Source: an optimization exercise on an open RTL-to-GDS flow (aim: small area). Production flows keep margins and buffers that such runs may drop. Only simulation tests tie the RTL to the original design; equivalence was not proved. No activity file was given, so power comes from the tool's default toggle rates.

==> indigo <==
## icache_nb
module icache_nb (
    input  logic        clock,
    input  logic        reset,
    input  logic [63:0] proc2Icache_addr,
    input  logic [3:0]  Imem2proc_response,
    input  logic [63:0] Imem2proc_data,
    input  logic [3:0]  Imem2proc_tag,
    output logic [1:0]  proc2Imem_command,
    output logic [63:0] proc2Imem_addr,
    output logic [63:0] Icache_data_out,
    output logic        Icache_valid_out,
    output logic [1:0]  outstanding_count
);
==> module icache_nb_rd, before the edit <==
module icache_nb_rd #(
    parameter int N = 33
) (
    input  logic [N-1:0] s,
    input  logic [N-1:0] d,
    output logic         y
);
    localparam int G = (N + 2) / 3;
    logic [3*G-1:0] ss, dd;
    logic [G-1:0]   t;
    assign ss = (3*G)'(s);
    assign dd = (3*G)'(d);
    for (genvar g = 0; g < G; g++) begin : grp
        icache_nb_aoi222 u (
            .a0(ss[3*g]),   .b0(dd[3*g]),
            .a1(ss[3*g+1]), .b1(dd[3*g+1]),
            .a2(ss[3*g+2]), .b2(dd[3*g+2]),
            .y(t[g]));
    end
    assign y = ~&t;
endmodule
==> module icache_nb, before the edit <==
module icache_nb (
    input  logic        clock,
    input  logic        reset,
    input  logic [63:0] proc2Icache_addr,
    input  logic [3:0]  Imem2proc_response,
    input  logic [63:0] Imem2proc_data,
    input  logic [3:0]  Imem2proc_tag,
    output logic [1:0]  proc2Imem_command,
    output logic [63:0] proc2Imem_addr,
    output logic [63:0] Icache_data_out,
    output logic        Icache_valid_out,
    output logic [1:0]  outstanding_count
);
    logic        par;                  
    logic [31:0] line_valid;
    logic [7:0]  line_tag  [32];       
    logic [63:0] line_data [32];       
    logic [1:0]  ent_valid;
    logic [3:0]  ent_memtag [2];
    logic [12:0] ent_line   [2];       
    logic [12:0] cur_line;
    logic [4:0]  cur_idx;
    logic [7:0]  cur_tag;
    logic [31:0] sel, dsel;
    assign cur_line = proc2Icache_addr[15:3];
    assign cur_idx  = cur_line[4:0];
    assign cur_tag  = cur_line[12:5];
    always_comb
        for (int i = 0; i < 32; i++)
            sel[i] = (cur_idx == 5'(i));
    logic [7:0] tag_rd;
    logic       valid_rd;
    for (genvar b = 0; b < 8; b++) begin : tag_read
        logic [31:0] col;
        for (genvar i = 0; i < 32; i++) begin : c
            assign col[i] = line_tag[i][b];
        end
        icache_nb_rd #(.N(32)) u (.s(sel), .d(col), .y(tag_rd[b]));
    end
    icache_nb_rd #(.N(32)) valid_read (.s(sel), .d(line_valid), .y(valid_rd));
    logic array_hit;
    assign array_hit = valid_rd && (tag_rd == (cur_tag ^ {8{par}}));
    logic [1:0] match_line, fill_m;
    always_comb
        for (int i = 0; i < 2; i++) begin
            match_line[i] = ent_line[i] == cur_line;
            fill_m[i]     = ent_valid[i] && ent_memtag[i] == Imem2proc_tag &&
                            Imem2proc_tag != 4'd0;
        end
    logic        cur_pending, have_free, free_slot, fill_hit, fill_slot, bypass;
    logic [12:0] fill_line;
    assign cur_pending = |(ent_valid & match_line);
    assign have_free   = ~&ent_valid;
    assign free_slot   = ent_valid[0];
    assign fill_hit    = |fill_m;
    assign fill_slot   = ~fill_m[0];
    assign fill_line   = fill_slot ? ent_line[1] : ent_line[0];
    assign bypass      = fill_slot ? (fill_m[1] & match_line[1])
                                   : (fill_m[0] & match_line[0]);
    logic req_valid, alloc;
    assign req_valid = !array_hit && !cur_pending && have_free;
    assign alloc     = reset && req_valid && (Imem2proc_response != 4'd0);
    assign proc2Imem_command = {1'b0, reset && req_valid};
    assign proc2Imem_addr    = {proc2Icache_addr[63:3], 3'b000};
    assign Icache_valid_out  = reset && (array_hit || bypass);
    assign outstanding_count = {&ent_valid, ^ent_valid};
    logic [63:0] fdat_n;
    logic [7:0]  ftag_n;
    assign fdat_n = Imem2proc_data ^ {64{par}};
    assign ftag_n = fill_line[12:5] ^ {8{par}};
    assign dsel = sel & {32{~cur_pending}};
    logic [63:0] data_rd;
    for (genvar b = 0; b < 64; b++) begin : data_read
        logic [31:0] col;
        for (genvar i = 0; i < 32; i++) begin : c
            assign col[i] = line_data[i][b];
        end
        icache_nb_rd #(.N(33)) u (.s({bypass, dsel}), .d({fdat_n[b], col}), .y(data_rd[b]));
    end
    assign Icache_data_out = data_rd ^ {64{par}};
    logic [31:0] wr, wr_n;
    always_comb
        for (int i = 0; i < 32; i++) begin
            wr[i]   = fill_hit && (fill_line[4:0] == 5'(i));
            wr_n[i] = ~wr[i];
        end
    logic [63:0] data_nx [32];
    logic [7:0]  tag_nx  [32];
    for (genvar i = 0; i < 32; i++) begin : line
        for (genvar b = 0; b < 64; b++) begin : d
            icache_nb_hold u (.q(line_data[i][b]), .w(wr[i]), .wn(wr_n[i]),
                              .dn(fdat_n[b]), .d(data_nx[i][b]));
        end
        for (genvar b = 0; b < 8; b++) begin : t
            icache_nb_hold u (.q(line_tag[i][b]), .w(wr[i]), .wn(wr_n[i]),
                              .dn(ftag_n[b]), .d(tag_nx[i][b]));
        end
    end
    always_ff @(posedge clock) begin
        par <= reset && !par;
        for (int i = 0; i < 32; i++) begin
            line_data[i] <= data_nx[i];
            line_tag[i]  <= tag_nx[i];
        end
    end
    always_ff @(posedge clock) begin
        if (!reset) begin
            line_valid <= '0;
            ent_valid  <= '0;
        end else begin
            line_valid <= line_valid | wr;
            for (int i = 0; i < 2; i++)
                if (fill_m[i]) ent_valid[i] <= 1'b0;
            if (alloc)
                ent_valid[free_slot] <= 1'b1;
        end
    end
    always_ff @(posedge clock)
        if (alloc) begin
            ent_memtag[free_slot] <= Imem2proc_response;
            ent_line[free_slot]   <= cur_line;
        end
endmodule
clock: 7.5 ns
lec_check: 0
cap_margin: 0
core_margin: 2
core_utilization: 65
cts_cluster_diameter: 100
cts_cluster_size: 30
slew_margin: 0
synth_hierarchical: 1
standard.sh (not shown) runs the stock make flow with config.mk's settings and CLKGATE_MAP_FILE= SYNTH_SCRIPT=/design/flow/synth_recipe.tcl, a recipe that flattens the netlist after the stock synthesis.
==> flow/flow/run.sh <==
#!/bin/bash
# Own layout flow: the standard ORFS layout (standard.sh, unchanged
# synthesis) with plain buffers on the ports instead of delay cells.
# Each tool's output goes to a log file in the work folder.
set -euo pipefail
export BUFFER_PORTS_ARGS="-buffer_cell sky130_fd_sc_hd__buf_1"
bash standard.sh > standard_flow.log 2>&1
==> umber (differences from indigo) <==
--- a/flow/design.v
+++ b/flow/design.v
@@ -17,17 +17,22 @@
     input  logic [N-1:0] d,
     output logic         y
 );
-    localparam int G = (N + 2) / 3;
-    logic [3*G-1:0] ss, dd;
-    logic [G-1:0]   t;
-    assign ss = (3*G)'(s);
-    assign dd = (3*G)'(d);
-    for (genvar g = 0; g < G; g++) begin : grp
+    localparam int G3 = N / 3;           
+    localparam int R  = N - 3 * G3;      
+    logic [G3:0] t;
+    for (genvar g = 0; g < G3; g++) begin : grp
         icache_nb_aoi222 u (
-            .a0(ss[3*g]),   .b0(dd[3*g]),
-            .a1(ss[3*g+1]), .b1(dd[3*g+1]),
-            .a2(ss[3*g+2]), .b2(dd[3*g+2]),
+            .a0(s[3*g]),   .b0(d[3*g]),
+            .a1(s[3*g+1]), .b1(d[3*g+1]),
+            .a2(s[3*g+2]), .b2(d[3*g+2]),
             .y(t[g]));
+    end
+    if (R == 2) begin : rest2
+        assign t[G3] = ~((s[N-2] & d[N-2]) | (s[N-1] & d[N-1]));
+    end else if (R == 1) begin : rest1
+        assign t[G3] = ~(s[N-1] & d[N-1]);
+    end else begin : rest0
+        assign t[G3] = 1'b1;
     end
     assign y = ~&t;
 endmodule
--- a/flow/config.mk
+++ b/flow/config.mk
@@ -5,10 +5,11 @@
 export SDC_FILE = /design/flow/constraint.sdc
 export NUM_CORES = 4
 export LEC_CHECK = 0
-export CAP_MARGIN = 0
+export CAP_MARGIN = 20
 export CORE_MARGIN = 2
 export CORE_UTILIZATION = 65
 export CTS_CLUSTER_DIAMETER = 100
 export CTS_CLUSTER_SIZE = 30
-export SLEW_MARGIN = 0
+export SETUP_SLACK_MARGIN = 0.3
+export SLEW_MARGIN = 20
 export SYNTH_HIERARCHICAL = 1
==> violet (differences from indigo) <==
--- a/flow/design.v
+++ b/flow/design.v
@@ -17,17 +17,22 @@
     input  logic [N-1:0] d,
     output logic         y
 );
-    localparam int G = (N + 2) / 3;
-    logic [3*G-1:0] ss, dd;
-    logic [G-1:0]   t;
-    assign ss = (3*G)'(s);
-    assign dd = (3*G)'(d);
-    for (genvar g = 0; g < G; g++) begin : grp
+    localparam int G3 = N / 3;           
+    localparam int R  = N - 3 * G3;      
+    logic [G3:0] t;
+    for (genvar g = 0; g < G3; g++) begin : grp
         icache_nb_aoi222 u (
-            .a0(ss[3*g]),   .b0(dd[3*g]),
-            .a1(ss[3*g+1]), .b1(dd[3*g+1]),
-            .a2(ss[3*g+2]), .b2(dd[3*g+2]),
+            .a0(s[3*g]),   .b0(d[3*g]),
+            .a1(s[3*g+1]), .b1(d[3*g+1]),
+            .a2(s[3*g+2]), .b2(d[3*g+2]),
             .y(t[g]));
+    end
+    if (R == 2) begin : rest2
+        assign t[G3] = ~((s[N-2] & d[N-2]) | (s[N-1] & d[N-1]));
+    end else if (R == 1) begin : rest1
+        assign t[G3] = ~(s[N-1] & d[N-1]);
+    end else begin : rest0
+        assign t[G3] = 1'b1;
     end
     assign y = ~&t;
 endmodule
==> flow/config.mk (replaced) <==
export PLATFORM = sky130hd
export DESIGN_NAME = icache_nb
export DESIGN_NICKNAME = icache_nb
export VERILOG_FILES = /design/flow/design.v
export SDC_FILE = /design/flow/constraint.sdc
export NUM_CORES = 4
export LEC_CHECK = 0
export CAP_MARGIN = 20
export CORE_MARGIN = 2
export CORE_UTILIZATION = 72
export CTS_CLUSTER_DIAMETER = 100
export CTS_CLUSTER_SIZE = 30
export SETUP_SLACK_MARGIN = 0.3
export SLEW_MARGIN = 20
export SYNTH_HIERARCHICAL = 1
==> garnet (differences from indigo) <==
--- a/flow/design.v
+++ b/flow/design.v
@@ -101,7 +101,7 @@
     logic [7:0]  ftag_n;
     assign fdat_n = Imem2proc_data ^ {64{par}};
     assign ftag_n = fill_line[12:5] ^ {8{par}};
-    assign dsel = sel & {32{~cur_pending}};
+    assign dsel = sel & {32{~bypass}};
     logic [63:0] data_rd;
     for (genvar b = 0; b < 64; b++) begin : data_read
         logic [31:0] col;
==> flow/run.sh (new file) <==
#!/bin/bash
# synth_recipe.tcl (not shown) runs the flow's synth.tcl, then flattens the netlist and writes it again
# the make line also repeats each setting of config.mk as NAME=value (left out here)
make -C /OpenROAD-flow-scripts/flow DESIGN_CONFIG=/design/flow/config.mk WORK_HOME=/design/flow/orfs CLKGATE_MAP_FILE= SYNTH_SCRIPT=/design/flow/synth_recipe.tcl finish
==> flow/config.mk (replaced) <==
export PLATFORM = sky130hd
export DESIGN_NAME = icache_nb
export DESIGN_NICKNAME = icache_nb
export VERILOG_FILES = /design/flow/design.v
export SDC_FILE = /design/flow/constraint.sdc
export NUM_CORES = 4
export LEC_CHECK = 0
export CAP_MARGIN = 20
export CORE_MARGIN = 2
export CORE_UTILIZATION = 40
export SLEW_MARGIN = 20
export SYNTH_HIERARCHICAL = 1
removed: flow/flow/run.sh
removed: flow/standard.sh
==> summary of the runs <==
- umber completed with no timing, DRC or antenna violations. indigo produced a layout that fails on max-capacitance violations, max-slew violations. violet finished with timing, DRC and antenna clean. garnet produced a layout that fails on negative setup slack.
- Sequential share of layout area: indigo > violet > umber > garnet.
- The lowest non-clock buffer count belongs to indigo, the highest to garnet.
- Wire length, highest first: garnet, umber, indigo, violet.
- Worst setup slack, highest first: violet, umber, indigo, garnet.
- Of violet and garnet, violet has the higher via count (gap about 1.3%, measured against garnet).
- The lowest critical path depth belongs to umber, the highest to garnet.
- In clock power, violet and umber hardly differ.
- Against indigo, the global-route usage of umber is higher by 1.3 points.
- Between indigo and umber, the lower maximum frequency is in indigo (gap about 2.3%, measured against umber).
- In area after synthesis, umber and indigo hardly differ.
- Combinational power: garnet is larger than umber (14%).

static timing again, ports no longer ideal:
The results above use ideal ports. As a check the final layouts listed here were re-extracted and re-timed, cells and wires unchanged.
Step 1 (the two cells are an assumption about what drives the block):
set clk [get_ports {clock}]
set_driving_cell -lib_cell sky130_fd_sc_hd__clkbuf_16 $clk
set_driving_cell -lib_cell sky130_fd_sc_hd__buf_2 [delete_from_list [all_inputs] $clk]
Step 2 moves the port delays by t, midway between the first and last clock arrival at a register: inputs arrive t later, outputs are due t later. That takes back most of the time a late clock gives input paths.
a / b / c = ideal ports / drivers / drivers and shift; a / b = the first two.
run | t, ns | slack for setup (ns) | clock arrival spread, ns
indigo | 0.827 | 0.093 / 0.069 / 0.069 | 0.049 / 0.049
umber | 0.843 | 0.263 / 0.239 / 0.239 | 0.036 / 0.035
violet | 0.830 | 0.281 / 0.244 / 0.244 | 0.041 / 0.042
garnet | 0.974 | -0.007 / -0.034 / -0.034 | 0.057 / 0.058
The setup slack of violet, which loses most, moves by -0.037 ns with the drivers and by -0.037 ns with both steps.
